Background: an optimization exercise with open tools, aiming at small area and a short achievable clock period. Do not read the settings as production practice. The RTL was checked by simulation tests, not by an equivalence proof against the original design. Power is estimated from default activity; no workload was simulated.

[config.mk]
export PLATFORM = sky130hd
export DESIGN_NAME = btb_predictor
export DESIGN_NICKNAME = btb_predictor
export VERILOG_FILES = /design/flow/design.v
export SDC_FILE = /design/flow/constraint.sdc
export NUM_CORES = 4
export LEC_CHECK = 0
export CAP_MARGIN = 20
export CORE_MARGIN = 2
export CORE_UTILIZATION = 40
export SETUP_SLACK_MARGIN = 2.5
export SLEW_MARGIN = 20
export SYNTH_HIERARCHICAL = 1
[constraint.sdc]
create_clock -name core_clock -period 9.0 [get_ports {clk}]
set_input_delay 1.8000 -clock core_clock [delete_from_list [all_inputs] [get_ports {clk}]]
set_output_delay 1.8000 -clock core_clock [all_outputs]
set_load 0.01 [all_outputs]
[design.v]
package btb_predictor_pkg;
  localparam int BTB_ENTRIES = 64;
  localparam int ADDR_BUS    = 32;
  typedef enum logic [1:0] {
    SNT = 2'b00,
    WNT = 2'b01,
    WT  = 2'b10,
    ST  = 2'b11
  } ctr_e;
  localparam ctr_e CTR_RESET = WNT;
  localparam ctr_e CTR_ALLOC = WT;
endpackage
import btb_predictor_pkg::*;
module btb_sat_ctr
(
  input  btb_predictor_pkg::ctr_e i_ctr,
  input  logic i_taken,
  output btb_predictor_pkg::ctr_e o_ctr
);
  always_comb begin
    o_ctr = i_ctr;
    if (i_taken) begin
      if (i_ctr != ST) o_ctr = btb_predictor_pkg::ctr_e'(i_ctr + 2'd1);
    end else begin
      if (i_ctr != SNT) o_ctr = btb_predictor_pkg::ctr_e'(i_ctr - 2'd1);
    end
  end
endmodule
module btb_dec
#(
  parameter int IDX_W = 6
) (
  input  logic [IDX_W-1:0]    i_idx,
  output logic [2**IDX_W-1:0] o_sel
);
  always_comb begin
    for (int i = 0; i < 2**IDX_W; i++) o_sel[i] = (i_idx == i[IDX_W-1:0]);
  end
endmodule
module btb_aoi3
(
  input  logic [2:0] i_sel,
  input  logic [2:0] i_d,
  output logic       o_n
);
  assign o_n = ~|(i_sel & i_d);
endmodule
module btb_rd_bit
#(
  parameter int N = 64
) (
  input  logic [N-1:0] i_sel,
  input  logic [N-1:0] i_d,
  output logic         o_d
);
  localparam int N3 = N / 3;
  localparam int NR = N - 3 * N3;
  localparam int NL = N3 + NR;
  logic [NL-1:0] w_n;
  for (genvar g = 0; g < N3; g++) begin : g_leaf
    btb_aoi3 u_leaf (.i_sel(i_sel[3*g +: 3]), .i_d(i_d[3*g +: 3]), .o_n(w_n[g]));
  end
  for (genvar g = 0; g < NR; g++) begin : g_rest
    assign w_n[N3+g] = ~(i_sel[3*N3+g] & i_d[3*N3+g]);
  end
  assign o_d = ~&w_n;
endmodule
module btb_rd
#(
  parameter int N = 64,
  parameter int W = 24
) (
  input  logic [N-1:0]   i_sel,
  input  logic [N*W-1:0] i_data,
  output logic [W-1:0]   o_data
);
  for (genvar b = 0; b < W; b++) begin : g_bit
    logic [N-1:0] w_col;
    for (genvar i = 0; i < N; i++) begin : g_col
      assign w_col[i] = i_data[i*W + b];
    end
    btb_rd_bit #(.N(N)) u_bit (.i_sel(i_sel), .i_d(w_col), .o_d(o_data[b]));
  end
endmodule
import btb_predictor_pkg::*;
module btb_predictor
#(
  parameter int ENTRIES = BTB_ENTRIES
) (
  input  logic                clk,
  input  logic                rst,
  input  logic [ADDR_BUS-1:0] pc,
  output logic                btb_pre_taken,
  output logic [ADDR_BUS-1:0] btb_pre_addr,
  input  logic                update_en,
  input  logic [ADDR_BUS-1:0] update_pc,
  input  logic                update_taken,
  input  logic [ADDR_BUS-1:0] update_target,
  input  logic                invalidate
);
  localparam int IDX_W = $clog2(ENTRIES);
  localparam int TAG_W = 30 - IDX_W;
  localparam int LW    = TAG_W + 31;   
  localparam int UW    = TAG_W + 3;    
  logic [ENTRIES-1:0] r_valid;
  logic [1:0]         r_ctr [ENTRIES];
  logic [TAG_W-1:0]   r_tag [ENTRIES];
  logic [29:0]        r_tgt [ENTRIES];
  logic [TAG_W-1:0]   w_tag, w_u_tag;
  logic [ENTRIES-1:0] w_sel, w_u_sel;
  assign w_tag   = pc[31:IDX_W+2];
  assign w_u_tag = update_pc[31:IDX_W+2];
  btb_dec #(.IDX_W(IDX_W)) u_dec_l (.i_idx(pc[IDX_W+1:2]),        .o_sel(w_sel));
  btb_dec #(.IDX_W(IDX_W)) u_dec_u (.i_idx(update_pc[IDX_W+1:2]), .o_sel(w_u_sel));
  logic [ENTRIES*LW-1:0] w_l_data;
  logic [ENTRIES*UW-1:0] w_u_data;
  always_comb begin
    for (int i = 0; i < ENTRIES; i++) begin
      w_l_data[i*LW +: LW] = {r_valid[i] & r_ctr[i][1], r_tgt[i], r_tag[i]};
      w_u_data[i*UW +: UW] = {r_valid[i], r_ctr[i], r_tag[i]};
    end
  end
  logic [LW-1:0] w_l_rd;
  btb_rd #(.N(ENTRIES), .W(LW)) u_rd_l (.i_sel(w_sel), .i_data(w_l_data), .o_data(w_l_rd));
  assign btb_pre_taken = w_l_rd[LW-1] && (w_l_rd[TAG_W-1:0] == w_tag);
  assign btb_pre_addr  = {w_l_rd[TAG_W +: 30] & {30{btb_pre_taken}}, 2'b00};
  logic [UW-1:0] w_u_rd;
  btb_rd #(.N(ENTRIES), .W(UW)) u_rd_u (.i_sel(w_u_sel), .i_data(w_u_data), .o_data(w_u_rd));
  logic w_u_hit;
  assign w_u_hit = w_u_rd[UW-1] && (w_u_rd[TAG_W-1:0] == w_u_tag);
  btb_predictor_pkg::ctr_e w_u_ctr_inc;
  btb_sat_ctr u_sat_ctr (
    .i_ctr   (btb_predictor_pkg::ctr_e'(w_u_rd[TAG_W +: 2])),
    .i_taken (update_taken),
    .o_ctr   (w_u_ctr_inc)
  );
  logic       w_do, w_wr_tt, w_wr_ctr, w_wr_v;
  logic [1:0] w_ctr_nxt;
  assign w_do      = !invalidate && update_en;
  assign w_wr_tt   = w_do && update_taken;
  assign w_wr_ctr  = w_do && (w_u_hit || update_taken);
  assign w_wr_v    = w_do && !w_u_hit && update_taken;
  assign w_ctr_nxt = w_u_hit ? w_u_ctr_inc : CTR_ALLOC;
  always_ff @(posedge clk or posedge rst) begin
    if (rst) begin
      r_valid <= '0;
    end else if (invalidate) begin
      r_valid <= '0;
    end else begin
      for (int i = 0; i < ENTRIES; i++)
        if (w_wr_v && w_u_sel[i]) r_valid[i] <= 1'b1;
    end
  end
  always_ff @(posedge clk) begin
    for (int i = 0; i < ENTRIES; i++) begin
      if (w_wr_ctr && w_u_sel[i]) r_ctr[i] <= w_ctr_nxt;
      if (w_wr_tt && w_u_sel[i]) begin
        r_tag[i] <= w_u_tag;
        r_tgt[i] <= update_target[31:2];
      end
    end
  end
endmodule
[run.sh]
#!/bin/bash
# synth_recipe.tcl (not shown) runs the flow's synth.tcl, then flattens the netlist and writes it again
# the make line also repeats each setting of config.mk as NAME=value (left out here)
make -C /OpenROAD-flow-scripts/flow DESIGN_CONFIG=/design/flow/config.mk WORK_HOME=/design/flow/orfs CLKGATE_MAP_FILE= SYNTH_SCRIPT=/design/flow/synth_recipe.tcl finish
==> run notes, run 1 <==
Simple-Gate Fraction of Synth Area 5.01%; grt total ovfl 0; count of different cell masters after synthesis 36; slowest cell on the critical path nand4_1; Cells after Synth between 7000 and 8000; Peak VDD IR between 150 and 200 uV; clock sink count 3648; crit-path leading delay family simple AND/OR/NAND/NOR gates; worst reg-to-reg path cell count 9; H-tree depth reported by CTS 5; P_leak a little over 50 nW; Fin Clk Skew roughly 0.045 ns; WS Path Type input port to output pin; Pre-antenna DRT Iters 14; Startpoint Class input port; Relative slew margins between 10% and 20%; Die Width about 600 microns; layout cells sized above 1 about 17%; DRT iter0 DRCs ~24000; MaxCap Viol Count 0; worst slack at placement about 0.13 ns; Hold Fails Final Rpt 0; largest net degree at the start of global routing between 100 and 150; Clock Path Buffers 4; unrepaired setup endpoints after global routing yes; initial antenna violation count 16; CTS tree built; # nets final a little over 8000; top_reg_cell synth edfxtp_1; syn avg cell area 19.3 sq um; cts hold-fix bufs 0; cell mode on critical path buf_12; adder-cell share of the synthesized area less than 1%; fin crit share a little over four fifths; critical path launch point pc[6]; Post-synth ARST share under 10%; Worst Path Buf+Inv 10; GR Util All Layers roughly a quarter; Largest stage delay, worst path roughly 0.53 ns; Core Rows 214; signal arrival time at the worst endpoint roughly 5.8 ns; Final setup violation count 0; Die ar. 0.345 sq mm; worst slew pin tran 1.20 ns; vias in the first global route approximately 85000; Max Fclk 132 MHz; Cell Pwr Density roughly 210 mW/mm^2; fin. max-slew vios 0; Synth Area in Compound Gates 14.0%; setup ws final ~1.4 ns; Synth Register Bits ~3600; core area 0.340 sq mm; crit-path cells buf_12 > buf_12 > nand4b_1 > buf_6 > nor2_4 > buf_12 > buf_16 > a222oi_1 > nand4_1 > nor4_4 > buf_4 > nand2_1 > xor2_1 > nor3_1 > buf_4 > nand3_4 > buf_12 > buf_16 > nor4_4 > buf_2; CTS clk-pin slew, worst paths ~0.060 ns; Setup TNS Final 0 ns; post-synthesis xor/xnor area fraction less than 1%; Hold Worst Slack 0.729 ns; hpwl dp 266000 microns; Reg area about 0.11 sq mm; CP Data Required Time around 7.2 ns; FILL cells roughly 28000; Antenna Nets Post-Route 0; yosys warns 12; most frequent cells in the layout 3584 x edfxtp_1, 1722 x a222oi_1, 423 x buf_4; CP endpoint kind output pin; HP Class flop to flop; setup slack, reg-to-reg roughly 4.6 ns; DR WL/cell 36.2 microns; P&R area growth vs syn 18.1%; root buffer cell clkbuf_16; mux cell area share after synthesis 0%; Via density around 7; largest family of logic cells by synthesized area compound AO/OA/AOI/OAI gates; Critical path destination btb_pre_addr[10]; clk latency of the worst-skew pair a little over 0.9 ns; Worst R2R Start r_tag[3][0]; Seq/Total Area, Yosys about 80%; number of remaining DRC errors 0; min Tclk post-route 7.59 ns; cell count along the critical path 20; initial core utilization between 40 and 50%; Mapped Area about 0.14 sq mm; total wire length ~460000 microns; CP max FO 10; Vias roughly 90000; chip height ~590 microns; Final Wtd Congestion 0.896; outcome timing/DRC/antenna clean; FF-to-FF End r_ctr[45][1]; buffers added on ports approximately 130; first-pass GRT wire length between 600000 and 700000 microns; Post-synth EDFFs roughly 3600; Num CTS Buffers around 360; area of the multi-input gates 0.0283 sq mm; most common cell after layout, fill and taps aside edfxtp_1; Post-Place Cells roughly 12000; Util after Layout between 40% and 50%; non-filler cells, final ~13000; I/O pins ~130
-- sequential cells by signal (all words and copies together), names as in the netlist --
signal	count
r_tgt	1920
r_ctr	128
r_valid	64
r_tag	1536
-- per-module statistics from Yosys (local to each module, per instance), a selection --
module | cells | flip-flops and latches
btb_aoi3 | 1 | 0
btb_predictor | 4391 | 3648
btb_sat_ctr | 3 | 0
-- worst min-delay path by stage --
| stage | start | endpoint | slack [ns] | cells after the start |
|---|---|---|---|---|
| after floorplan | r_valid[10] | r_valid[10] | 0.68 | 3 |
| after global placement | r_valid[40] | r_valid[40] | 0.70 | 3 |
| after detailed placement | r_valid[33] | r_valid[33] | 0.71 | 3 |
| after CTS | r_valid[46] | r_valid[46] | 0.72 | 3 |
| after global routing | r_valid[15] | r_valid[15] | 0.76 | 3 |
| final | r_valid[42] | r_valid[42] | 0.73 | 3 |
-- metal layers --
metal	routed length [microns]	GRT usage (%)	up-vias
li1	-	-	35500
met1	168000	35.1	45400
met2	203000	37.9	7618
met3	63700	5.97	1104
met4	26800	13.2	12
met5	70	0	-
-- cell usage after synthesis, drive strengths merged, types with 65 or more instances --
cell,instances,area (sq um)
nand4,338,2110
edfxtp,3584,108000
nor2b,65,407
nor2,192,721
a222oi,1722,17200
nand3,86,430
nand2,169,634
and2,66,413
clkbuf,67,251
nor4,117,913
a211oi,82,616
and3,129,807
-- worst min-delay path, delay by kind of cell, from the launching register on --
family,cells,cell delay (ns)
AOI/OAI and AO/OA,2,0.16
DFF,1,0.39
and+or+nand+nor,1,0.15
-- area by class of cell --
| class | instances | share of cell area, % |
|---|---|---|
| timing repair buffer | 669 | 4.11 |
| clock inverter | 174 | 0.876 |
| antenna | 2 | 0.00311 |
| inverter | 34 | 0.0793 |
| multi-input combinational | 3257 | 17.6 |
| tap | 4536 | 3.53 |
| clock buffer | 459 | 5.93 |
| sequential | 3648 | 67.9 |
-- report_power, final --
part / switching [W] / internal [W] / leakage [nW]
logic: 0.00102 / 0.000357 / 12.0
registers: 0.0000129 / 0.0187 / 33.4
clock network: 0.00625 / 0.00800 / 5.32
total: 0.00729 / 0.0270 / 50.7
-- metrics by stage --
stage / power (W) / instance area [sq um]
floorplan: 0.0195 / 137000
global placement: 0.0203 / 148000
detailed placement: 0.0203 / 148000
CTS: 0.0344 / 160000
global route: 0.0351 / 161000
finish: 0.0343 / 161000
-- logic make-up after synthesis --
logic type,after synthesis
compound gates,1997
simple gates,1205
flops,3648
other cells,1
xor+xnor,47
buf+inv,144
fa+ha+maj,2
-- repair_timing --
item | in CTS | in global routing
setup endpoints to repair | 193 | 346
setup buffers | 84 | 9
gates cloned | 17 | 0
pin swaps | 135 | 21
resized for setup | 266 | 42
==> inputs of run 2 (changes only) <==
--- a/config.mk
+++ b/config.mk
@@ -10,3 +10,2 @@
 export CORE_UTILIZATION = 40
-export SETUP_SLACK_MARGIN = 2.5
 export SLEW_MARGIN = 20
==> run 2 against run 1 <==
Sequential share of layout area is 0.93 points higher. Hold slack better by 0.0024 ns. Flip-flop and latch count stayed put. Non-clock buffer count is 90 lower. Die area stayed put. Total power hardly changed. Critical endpoint is now btb_pre_addr[16].
==> run notes, run 2 <==
Max Fclk 114 MHz (was 132 MHz); Post-Place Cells 12000 (about the same); Core Rows 214 (unchanged); CTS tree built (unchanged); fin crit share 97.8% (was 84.3%); hpwl dp 264000 microns (was 266000 microns); CTS clk-pin slew, worst paths 0.06 ns (about the same); layout cells sized above 1 15.2% (was 17.1%); syn avg cell area 19.3 sq um (unchanged); Final Wtd Congestion 0.896 (about the same); worst reg-to-reg path cell count 10 (was 9); Vias 88800 (was 89600); cell mode on critical path buf_4 (was buf_12); Num CTS Buffers 357 (was 358); root buffer cell clkbuf_16 (unchanged); Util after Layout 46.7% (was 47.4%); CP endpoint kind output pin (unchanged); chip height 588 microns (unchanged); Synth area leader edfxtp_1 (unchanged); Die ar. 0.345 sq mm (unchanged); cell with the most instances after synthesis edfxtp_1 (unchanged); CP max FO 31 (was 10); first-pass GRT wire length 626000 microns (was 638000 microns); count of different cell masters after synthesis 36 (unchanged); Peak VDD IR 162 uV (was 164 uV); initial antenna violation count 14 (was 16); Pre-antenna DRT Iters 14 (unchanged); largest cells by area after synthesis edfxtp_1 79%, a222oi_1 13%, nand4_1 1.6% (unchanged); Largest regs r_tgt (1920), r_tag (1536), r_ctr (128) (unchanged); Hold Crit Start r_valid[55] (was r_valid[42]); Final setup violation count 0 (unchanged); HP Class flop to flop (unchanged); Setup TNS Final 0 ns (unchanged); DR WL/cell 35.7 microns (was 36.2 microns); # nets final 7974 (was 8069); Clock Path Buffers 4 (unchanged); yosys warns 12 (unchanged); top routing layer in use met5 (unchanged); Fin Clk Skew 0.0457 ns (was 0.0453 ns); slowest cell on the critical path clkdlybuf4s50_1 (was nand4_1); top_reg_cell synth edfxtp_1 (unchanged); Largest stage delay, worst path 0.59 ns (was 0.53 ns); met2 WL 198000 microns (was 203000 microns); number of remaining DRC errors 0 (unchanged); MaxCap Viol Count 0 (unchanged); I/O pins 134 (unchanged); signal arrival time at the worst endpoint 7.00 ns (was 5.79 ns); outcome timing/DRC/antenna clean (unchanged); worst slack at placement 0.168 ns (was 0.129 ns); clk latency of the worst-skew pair 0.90 ns (was 0.91 ns); Relative slew margins 18.3% (was 19.9%); hold endpoint r_valid[55] (was r_valid[42]); core area 0.340 sq mm (unchanged); largest net degree at the start of global routing 112 (was 130); most common cell after layout, fill and taps aside edfxtp_1 (unchanged); WS Path Type input port to output pin (unchanged); vias in the first global route 84500 (was 85200); grt total ovfl 0 (unchanged); total wire length 452000 microns (was 462000 microns); Die Width 588 microns (unchanged); clock sink count 3648 (unchanged); Cell Pwr Density 216 mW/mm^2 (was 213 mW/mm^2); FF-to-FF End r_ctr[4][1] (was r_ctr[45][1]); buffers added on ports 125 (unchanged); Antenna Nets Post-Route 0 (unchanged); Top reg by flops r_tgt (unchanged); ant diodes 0 (was 2); initial core utilization 40.1% (unchanged); max reg flops 1920 (unchanged); Post-synth ARST share 1.75% (unchanged); Synth Register Bits 3648 (unchanged); FILL cells 28500 (was 28300); Startpoint Class input port (unchanged); Cells after Synth 7044 (unchanged); area share of the largest cell type after synthesis 79.0% (unchanged); Seq/Total Area, Yosys 80.2% (unchanged); worst hold stages 3 (unchanged); GR Util All Layers 24.9% (was 25.5%); Hold Fails Final Rpt 0 (unchanged); crit-path leading delay family simple AND/OR/NAND/NOR gates (unchanged); fin. max-slew vios 0 (unchanged); Post-synth top cells 3584 x edfxtp_1, 1722 x a222oi_1, 338 x nand4_1 (unchanged); setup slack, reg-to-reg 4.10 ns (was 4.61 ns); Via density 7.01 (about the same); unrepaired setup endpoints after global routing no (was yes); M1 WL 164000 microns (was 168000 microns); H-tree depth reported by CTS 5 (unchanged); DRT iter0 DRCs 22700 (was 23700); Worst Path Buf+Inv 7 (was 10); min Tclk post-route 8.80 ns (was 7.59 ns); most frequent cells in the layout 3584 x edfxtp_1, 1722 x a222oi_1, 408 x buf_4 (was 3584 x edfxtp_1, 1722 x a222oi_1, 423 x buf_4); setup ws final 0.195 ns (was 1.41 ns); worst slew pin tran 1.22 ns (was 1.20 ns); Post-synth EDFFs 3584 (unchanged); CP Data Required Time 7.20 ns (about the same); Worst R2R Start r_tag[3][22] (was r_tag[3][0]); P&R area growth vs syn 16.5% (was 18.1%); Mapped Area 0.136 sq mm (unchanged); P_leak 49.6 nW (was 50.7 nW); Routed met3 length 64500 microns (was 63700 microns); crit-path cells clkdlybuf4s50_1 > buf_4 > or4_4 > nor2_4 > buf_12 > buf_4 > a222oi_1 > nand4_1 > nor4_1 > buf_4 > nand2_1 > xor2_1 > nor4_1 > nand3_2 > buf_12 > nor4_2 > clkdlybuf4s50_1 (was buf_12 > buf_12 > nand4b_1 > buf_6 > nor2_4 > buf_12 > buf_16 > a222oi_1 > nand4_1 > nor4_4 > buf_4 > nand2_1 > xor2_1 > nor3_1 > buf_4 > nand3_4 > buf_12 > buf_16 > nor4_4 > buf_2); non-filler cells, final 12700 (was 12800)
-- run 2: cell types whose count changed in the layout (fill, tap and decap cells not counted), sizes merged --
cell           before  now
bufinv             18   24
inv                40   39
clkdlybuf4s50      30   69
diode               2    0
nor2              196  192
buf               635  510
bufbuf              2    0
clkinv            140  152
clkbuf            459  437
dlymetal6s2s        2    0
-- run 2: per-layer routing --
layer	GRT usage (%)	up-vias
li1	-	35300
met1	34.4	45000
met2	36.9	7550
met3	6.19	1030
met4	12.4	10
met5	0.178	-
-- run 2: area by class of cell --
| type | count | area, sq um | area share (%) |
|---|---|---|---|
| Sequential cell | 3648 | 109000 | 68.8 |
| Tap cell | 4536 | 5680 | 3.58 |
| Clock inverter | 191 | 1530 | 0.961 |
| Inverter | 34 | 128 | 0.0804 |
| Timing Repair Buffer | 579 | 5190 | 3.27 |
| Clock buffer | 437 | 9480 | 5.97 |
| Multi-Input combinational cell | 3253 | 27500 | 17.3 |
-- run 2: per-stage QoR --
step	instance area [sq um]	total power, W	hold slack, ns
6_report	159000	0.0343	0.731
4_1_cts	158000	0.0344	0.729
3_5_place_dp	147000	0.0203	0.715
3_3_place_gp	147000	0.0203	0.703
2_1_floorplan	136000	0.0195	0.683
5_1_grt	159000	0.0351	0.749
-- run 2: worst max path at each step --
stage | startpoint | slack [ns] | cells past startpoint | endpoint
after global routing | pc[5] | 0.14 | 17 | btb_pre_addr[16]
after global placement | pc[4] | 0.13 | 16 | btb_pre_addr[9]
after detailed placement | pc[4] | 0.17 | 16 | btb_pre_addr[31]
final | pc[5] | 0.20 | 17 | btb_pre_addr[16]
after CTS | pc[4] | 0.15 | 16 | btb_pre_addr[31]
after floorplan | pc[3] | 1.01 | 14 | btb_pre_addr[10]
-- run 2: per-module statistics from Yosys, one instance, submodules excluded, a selection --
module	times used	area, sq um	flops+latches	cells inside
btb_aoi3	1722	10.0	0	1
btb_predictor	1	114000	3648	4391
btb_sat_ctr	1	26.3	0	3
-- run 2: worst reg2reg max path: stages, from the launching register on --
cell and delay [ns]:
edfxtp_1 0.38, a222oi_1 0.39, nand4_1 0.41, nor4_1 0.75, buf_4 0.24, nand2_1 0.06
xnor2_1 0.63, nand4_1 0.18, or4_1 0.62, or3_2 0.48, buf_4 0.33
-- run 2: kinds of logic (layout without fill, tap and decap cells) --
kind of cell | after synthesis | count (layout) | share of synthesized area, %
adders and majority gates | 2 | 2 | 0.0165
other | 1 | 2 | 0.00275
and+or+nand+nor | 1205 | 1205 | 5.01
DFF | 3648 | 3648 | 80.2
buffers and inverters | 144 | 1241 | 0.444
AOI/OAI and AO/OA | 1997 | 1997 | 14.0
xor gates and xnor gates | 47 | 47 | 0.302
-- run 2: timing repair --
action | in CTS | in global routing
buffers inserted | 0 | 2
endpoints found under the setup margin | 0 | 12
hold buffers | 0 | 0
resized for setup | 0 | 4
-- run 2: power by group --
part           leakage, nW  internal [W]  switching [W]
sequential            33.4        0.0187      0.0000129
combinational         10.8      0.000319       0.000971
clock                 5.40       0.00814        0.00623
total                 49.6        0.0271        0.00721
==> inputs of run 3 (changes only) <==
--- a/config.mk
+++ b/config.mk
@@ -10,2 +10,5 @@
 export CORE_UTILIZATION = 40
+export CTS_CLUSTER_DIAMETER = 80
+export CTS_CLUSTER_SIZE = 20
+export SETUP_SLACK_MARGIN = 2.5
 export SLEW_MARGIN = 20
==> run 3 against run 2 <==
Flip-flop and latch count stayed put. Register-to-register slack gained 0.37 ns. Critical endpoint is now btb_pre_addr[4]. Largest power group unchanged. Global-route usage up 0.28 points. Clock skew rose by 0.033 ns. Critical path type unchanged.
==> run notes, run 3 <==
Die ar. 0.345 sq mm (unchanged); worst hold stages 3 (unchanged); max reg flops 1920 (unchanged); clk latency of the worst-skew pair 0.93 ns (was 0.90 ns); P&R area growth vs syn 14.3% (was 16.5%); WS Path Type input port to output pin (unchanged); worst slack at placement 0.129 ns (was 0.168 ns); area of the multi-input gates 0.0283 sq mm (was 0.0275 sq mm); Setup TNS Final 0 ns (unchanged); unrepaired setup endpoints after global routing yes (was no); Final setup violation count 0 (unchanged); Peak VDD IR 188 uV (was 162 uV); Hold Crit Start r_valid[42] (was r_valid[55]); DR WL/cell 36.9 microns (was 35.7 microns); Num CTS Buffers 210 (was 357); Synth Register Bits 3648 (unchanged); CTS clk-pin slew, worst paths 0.09 ns (was 0.06 ns); Hold Fails Final Rpt 0 (unchanged); layout cells sized above 1 15.1% (was 15.2%); # nets final 7934 (was 7974); buffers added on ports 125 (unchanged); Vias 88700 (was 88800); most frequent cells in the layout 3584 x edfxtp_1, 1722 x a222oi_1, 425 x buf_4 (was 3584 x edfxtp_1, 1722 x a222oi_1, 408 x buf_4); non-filler cells, final 12400 (was 12700); HP Class flop to flop (unchanged); fin. max-slew vios 0 (unchanged); Worst R2R Start r_tag[3][22] (unchanged); Cell Pwr Density 190 mW/mm^2 (was 216 mW/mm^2); CTS tree built (unchanged); total wire length 459000 microns (was 452000 microns); CP max FO 8 (was 31); hpwl dp 266000 microns (was 264000 microns); vias in the first global route 83500 (was 84500); root buffer cell clkbuf_16 (unchanged); Seq/Total Area, Yosys 80.2% (unchanged); Largest stage delay, worst path 0.54 ns (was 0.59 ns); slowest cell on the critical path nand4_1 (was clkdlybuf4s50_1); Post-synth ARST share 1.75% (unchanged); core area 0.340 sq mm (unchanged); Largest regs r_tgt (1920), r_tag (1536), r_ctr (128) (unchanged); I/O pins 134 (unchanged); Post-synth EDFFs 3584 (unchanged); initial core utilization 40.1% (unchanged); syn avg cell area 19.3 sq um (unchanged); post-place instance area 0.148 sq mm (was 0.147 sq mm); Synth area leader edfxtp_1 (unchanged); H-tree depth reported by CTS 4 (was 5); Relative slew margins 20.1% (was 18.3%); CP endpoint kind output pin (unchanged); Core Rows 214 (unchanged); DRT iter0 DRCs 23000 (was 22700); CP Data Required Time 7.20 ns (about the same); most common cell after layout, fill and taps aside edfxtp_1 (unchanged); crit-path cells buf_12 > buf_12 > nand4b_1 > buf_6 > buf_6 > nor2_4 > clkbuf_16 > buf_12 > a222oi_1 > nand4_1 > nor4_4 > buf_4 > nand2_2 > xor2_1 > nor3_1 > buf_4 > nand3_4 > buf_12 > buf_16 > buf_12 > nor4_4 > buf_2 (was clkdlybuf4s50_1 > buf_4 > or4_4 > nor2_4 > buf_12 > buf_4 > a222oi_1 > nand4_1 > nor4_1 > buf_4 > nand2_1 > xor2_1 > nor4_1 > nand3_2 > buf_12 > nor4_2 > clkdlybuf4s50_1); Cells after Synth 7044 (unchanged); largest cells by area after synthesis edfxtp_1 79%, a222oi_1 13%, nand4_1 1.6% (unchanged); Final Wtd Congestion 0.896 (about the same); min Tclk post-route 7.73 ns (was 8.80 ns); cell area after layout 0.156 sq mm (was 0.159 sq mm); FF-to-FF End r_ctr[3][1] (was r_ctr[4][1]); Worst Path Buf+Inv 12 (was 7); Via density 7.14 (was 7.01); grt total ovfl 0 (unchanged); Antenna Nets Post-Route 0 (unchanged); Startpoint Class input port (unchanged); FILL cells 28700 (was 28500); setup slack, reg-to-reg 4.47 ns (was 4.10 ns); GR Util All Layers 25.2% (was 24.9%); worst slew pin tran 1.20 ns (was 1.22 ns); largest net degree at the start of global routing 130 (was 112); cell mode on critical path buf_12 (was buf_4); crit-path leading delay family buffers and inverters (was simple AND/OR/NAND/NOR gates); cell with the most instances after synthesis edfxtp_1 (unchanged); yosys warns 12 (unchanged); outcome timing/DRC/antenna clean (unchanged); Die Width 588 microns (unchanged); Post-synth top cells 3584 x edfxtp_1, 1722 x a222oi_1, 338 x nand4_1 (unchanged); Top reg by flops r_tgt (unchanged); signal arrival time at the worst endpoint 5.93 ns (was 7.00 ns); initial antenna violation count 15 (was 14); worst reg-to-reg path cell count 9 (was 10); top_reg_cell synth edfxtp_1 (unchanged); hold endpoint r_valid[42] (was r_valid[55]); Clock Path Buffers 4 (unchanged); Pre-antenna DRT Iters 14 (unchanged); Max Fclk 129 MHz (was 114 MHz); chip height 588 microns (unchanged); Mapped Area 0.136 sq mm (unchanged); fin crit share 85.8% (was 97.8%); area share of the largest cell type after synthesis 79.0% (unchanged); count of different cell masters after synthesis 36 (unchanged); P_leak 48.2 nW (was 49.6 nW); number of remaining DRC errors 0 (unchanged); Fin Clk Skew 0.0791 ns (was 0.0457 ns); Post-Place Cells 12000 (about the same); setup ws final 1.27 ns (was 0.195 ns); MaxCap Viol Count 0 (unchanged); clock sink count 3648 (unchanged); first-pass GRT wire length 630000 microns (was 626000 microns); Reg area 0.109 sq mm (unchanged)
-- run 3: Yosys stat by module, one instance, submodules excluded, excerpt --
module / copies in the design / area [sq um] / cells
btb_predictor: 1 / 114000 / 4391
btb_sat_ctr: 1 / 26.3 / 3
btb_aoi3: 1722 / 10.0 / 1
-- run 3: metrics by stage --
stage	util [%]	total power [W]	hold slack, ns
4_1_cts	45.7	0.0296	0.727
6_report	45.9	0.0296	0.729
3_3_place_gp	43.6	0.0203	0.699
3_5_place_dp	43.6	0.0203	0.712
5_1_grt	45.9	0.0303	0.761
2_1_floorplan	-	0.0195	0.683
-- run 3: worst max path at each step --
stage                     startpoint               end  cells past startpoint
after floorplan                pc[5]  btb_pre_addr[10]                     13
after global placement         pc[6]  btb_pre_addr[10]                     19
after detailed placement       pc[6]  btb_pre_addr[10]                     19
after CTS                      pc[4]  btb_pre_addr[20]                     19
after global routing           pc[7]   btb_pre_addr[4]                     22
final                          pc[7]   btb_pre_addr[4]                     22
-- run 3: routing by layer --
layer | vias up | part of all wire (%) | GRT usage (%)
li1 | 35000 | - | -
met1 | 45200 | 36 | 34.8
met2 | 7520 | 44 | 37.4
met3 | 1029 | 14 | 5.52
met4 | 8 | 6.0 | 13.3
met5 | - | 0.0096 | 0
-- run 3: kinds of logic (layout without fill, tap and decap cells) --
logic type                 Yosys count  count (layout)  share of synthesized area (%)
and+or+nand+nor                   1205            1209                           5.01
other                                1               7                        0.00275
AOI/OAI and AO/OA                 1997            1997                           14.0
xor gates and xnor gates            47              47                          0.302
adders and majority gates            2               2                         0.0165
DFF                               3648            3648                           80.2
buffers and inverters              144             972                          0.444
-- run 3: cell type report --
class                      count  share of cell area (%)
timing repair buffer         682                    4.38
clock buffer                 240                    3.49
tap                         4536                    3.64
clock inverter                16                   0.107
inverter                      34                  0.0819
multi-input combinational   3257                    18.2
antenna                        5                 0.00803
sequential                  3648                    70.1
-- run 3: repair_timing --
action                     CTS  global route
gates cloned                16             3
setup buffers               77            25
hold buffers                 0             0
setup endpoints to repair  150           292
gates resized for setup    266            52
pin swaps                  100            57
-- run 3: worst reg2reg max path, cell delays in order (launching register included) --
cell and delay (ns):
edfxtp_1 0.40, a222oi_1 0.48, nand4_1 0.47, nor4_1 0.65, nand2_1 0.21, xnor2_2 0.44, nand4_1 0.13, or4_1 0.60
or3_2 0.50, buf_4 0.26
-- run 3: report_power, final --
| part | switching (W) | total (W) | internal [W] |
|---|---|---|---|
| Combinational | 0.00102 | 0.00138 | 0.000360 |
| Sequential | 0.0000128 | 0.0187 | 0.0186 |
| Clock | 0.00526 | 0.00958 | 0.00431 |
| Total | 0.00630 | 0.0296 | 0.0233 |

-- port drivers added, routing unchanged --
The results above use ideal ports. As a check the final layouts listed here were re-extracted and re-timed, cells and wires unchanged.
Step 1 assumes that a clkbuf_16 drives the clock port and a buf_2 every other input.
Step 2 times the ports against the registers' clock, not the clock port: input delays grow and output delays shrink by t, the midpoint of the rising clock arrivals with the driver on.
Three values: ideal, step 1, step 2; two values: the first two.
| run | shift t [ns] | setup slack, ns | worst setup path at the end |
|---|---|---|---|
| run 1 | 0.989 | 1.412 / 1.269 / 1.269 | input to output |
| run 2 | 0.983 | 0.195 / 0.161 / 0.161 | input to output |
| run 3 | 1.004 | 1.274 / 1.136 / 1.136 | input to output |
After both steps every run listed still meets setup and hold. The setup slack of run 1, which loses most, moves by -0.143 ns with the drivers and by -0.143 ns with both steps.
